Background: an optimization exercise with open tools, aiming at small area and a short achievable clock period. Do not read the settings as production practice.
Function was checked by simulation only, so behaviour that the tests miss may differ from the original.
No activity file was given, so power comes from the tool's default toggle rates.

## delta
==> module ssb_byte_ram, before the edit <==
module ssb_byte_ram #(
   parameter int unsigned DEPTH = 512,
   parameter int unsigned AW    = 9
) (
   input  logic          i_clk,
   input  logic          i_rst_n,
   input  logic          i_we,        
   input  logic          i_shift,     
   input  logic          i_hold,      
   input  logic [7:0]    i_wdata,
   input  logic [AW-1:0] i_raddr,
   output logic [7:0]    o_rdata
);
   logic [7:0]         r_new;                   
   logic               r_ph;                    
   logic [8*DEPTH-9:0] r_mem;                   
   logic [8*DEPTH-1:0] w_slot;                  
   always_ff @(posedge i_clk) begin
      if (i_we) r_new <= i_wdata;
   end
   always_ff @(posedge i_clk or negedge i_rst_n) begin
      if (!i_rst_n) r_ph <= 1'b0;
      else          r_ph <= ~r_ph;
   end
   assign w_slot = {r_new ^ {8{r_ph}}, r_mem};
   for (genvar i = 0; i < 8*(DEPTH-1); i++) begin : g_sr
      logic w_d;
      ssb_oai22 u_d (.a0(w_slot[i+8]), .s0_n(i_hold), .a1(r_mem[i]), .s1_n(i_shift), .y(w_d));
      always_ff @(posedge i_clk) r_mem[i] <= w_d;
   end
   logic [DEPTH-1:0] w_sel_n;
   always_comb begin
      for (int i = 0; i < DEPTH; i++) w_sel_n[i] = (i_raddr != AW'(i));
   end
   logic [7:0] w_rd;                            
   for (genvar b = 0; b < 8; b++) begin : g_bit
      logic [255:0] w_l1;                       
      logic [127:0] w_l2;                       
      logic [31:0]  w_l3;                       
      logic [15:0]  w_l4;                       
      logic [7:0]   w_l5;                       
      logic [3:0]   w_l6;                       
      logic [1:0]   w_l7;                       
      for (genvar k = 0; k < 256; k++) begin : g_l1
         ssb_oai22 u_g (.a0(w_slot[8*(2*k) + b]),   .s0_n(w_sel_n[2*k]),
                        .a1(w_slot[8*(2*k+1) + b]), .s1_n(w_sel_n[2*k+1]), .y(w_l1[k]));
      end
      for (genvar k = 0; k < 128; k++) begin : g_l2
         ssb_nor2 u_g (.a(w_l1[2*k +: 2]), .y(w_l2[k]));
      end
      for (genvar k = 0; k < 32; k++) begin : g_l3
         ssb_nand4 u_g (.a(w_l2[4*k +: 4]), .y(w_l3[k]));
      end
      for (genvar k = 0; k < 16; k++) begin : g_l4
         ssb_nor2 u_g (.a(w_l3[2*k +: 2]), .y(w_l4[k]));
      end
      for (genvar k = 0; k < 8; k++) begin : g_l5
         ssb_nand2 u_g (.a(w_l4[2*k +: 2]), .y(w_l5[k]));
      end
      for (genvar k = 0; k < 4; k++) begin : g_l6
         ssb_nor2 u_g (.a(w_l5[2*k +: 2]), .y(w_l6[k]));
      end
      for (genvar k = 0; k < 2; k++) begin : g_l7
         ssb_nand2 u_g (.a(w_l6[2*k +: 2]), .y(w_l7[k]));
      end
      ssb_nor2 u_l8 (.a(w_l7), .y(w_rd[b]));
   end
   logic [7:0] r_rd;
   always_ff @(posedge i_clk or negedge i_rst_n) begin
      if (!i_rst_n) r_rd <= '1;
      else          r_rd <= w_rd;
   end
   assign o_rdata = ~(r_rd ^ {8{r_ph}});
endmodule
clock: 4.0 ns
lec_check: 0
cap_margin: 20
core_margin: 2
core_utilization: 45
cts_cluster_diameter: 100
cts_cluster_size: 30
setup_slack_margin: 1.6
slew_margin: 20
synth_hierarchical: 1
run.sh (not shown) runs the stock make flow with config.mk's settings and CLKGATE_MAP_FILE= SYNTH_SCRIPT=/design/flow/synth_recipe.tcl, a recipe that flattens the netlist after the stock synthesis.
The following lists how beta was set up differently from delta:
--- a/flow/design.v
+++ b/flow/design.v
@@ -39,13 +39,14 @@
       always_ff @(posedge i_clk) r_mem[i] <= w_d;
    end
    logic [DEPTH-1:0] w_sel_n;
    always_comb begin
       for (int i = 0; i < DEPTH; i++) w_sel_n[i] = (i_raddr != AW'(i));
    end
-   logic [7:0] w_rd;                            
+   logic [15:0] w_half;                         
+   logic [15:0] r_half;
    for (genvar b = 0; b < 8; b++) begin : g_bit
       logic [255:0] w_l1;                       
       logic [127:0] w_l2;                       
       logic [31:0]  w_l3;                       
       logic [15:0]  w_l4;                       
       logic [7:0]   w_l5;                       
@@ -70,20 +71,21 @@
       for (genvar k = 0; k < 4; k++) begin : g_l6
          ssb_nor2 u_g (.a(w_l5[2*k +: 2]), .y(w_l6[k]));
       end
       for (genvar k = 0; k < 2; k++) begin : g_l7
          ssb_nand2 u_g (.a(w_l6[2*k +: 2]), .y(w_l7[k]));
       end
-      ssb_nor2 u_l8 (.a(w_l7), .y(w_rd[b]));
-   end
-   logic [7:0] r_rd;
+      assign w_half[2*b +: 2] = w_l7;
+   end
    always_ff @(posedge i_clk or negedge i_rst_n) begin
-      if (!i_rst_n) r_rd <= '1;
-      else          r_rd <= w_rd;
-   end
-   assign o_rdata = ~(r_rd ^ {8{r_ph}});
+      if (!i_rst_n) r_half <= '0;
+      else          r_half <= w_half;
+   end
+   for (genvar b = 0; b < 8; b++) begin : g_out
+      assign o_rdata[b] = (r_half[2*b] | r_half[2*b+1]) ^ r_ph;
+   end
 endmodule
 module ssb_oai22 (
    input  logic a0, s0_n, a1, s1_n,
    output logic y
 );
    assign y = ~((a0 | s0_n) & (a1 | s1_n));
Results
Count of clock-net buffers in the final layout is higher on beta. Run comparison: beta slowest stage cell on the critical path sky130_fd_sc_hd__dfrtp_2; delta slowest stage cell on the critical path sky130_fd_sc_hd__nor2_4. beta — data arrival time of the critical path 1640 ps lower, delta as reference. Compared to delta, the routing of beta uses less wire. delta has lower post-placement setup slack than beta. In beta, the proportion of power drawn by the clock network came out 0.4 points below the value in delta.

afterwards: timing with drivers on the ports:
The results above use ideal ports. As a check the final layouts listed here were re-extracted and re-timed, cells and wires unchanged.
Step 1: set_driving_cell puts a clkbuf_16 on clk and a buf_2 on each other input, an assumption about the parent block.
Step 2 moves the port delays by t, midway between the first and last clock arrival at a register: inputs arrive t later, outputs are due t later. That takes back most of the time a late clock gives input paths.
Three values: no drivers, after step 1, after step 2; two values: the first two.
run | shift t [ns] | slack for setup (ns) | hold WS [ns] | worst setup path after step 2 | worst data-port slew with drivers (ns)
delta | 0.992 | 1.155 / 1.050 / 0.058 | 0.061 / -0.019 / 0.446 | input to register | 0.33
beta | 0.990 | 1.150 / 1.052 / 0.490 | 0.427 / 0.397 / 0.448 | input to register | 0.09
After both steps setup and hold are still met in every run listed. The setup slack of delta, which loses most, moves by -0.105 ns with the drivers and by -1.097 ns with both steps.
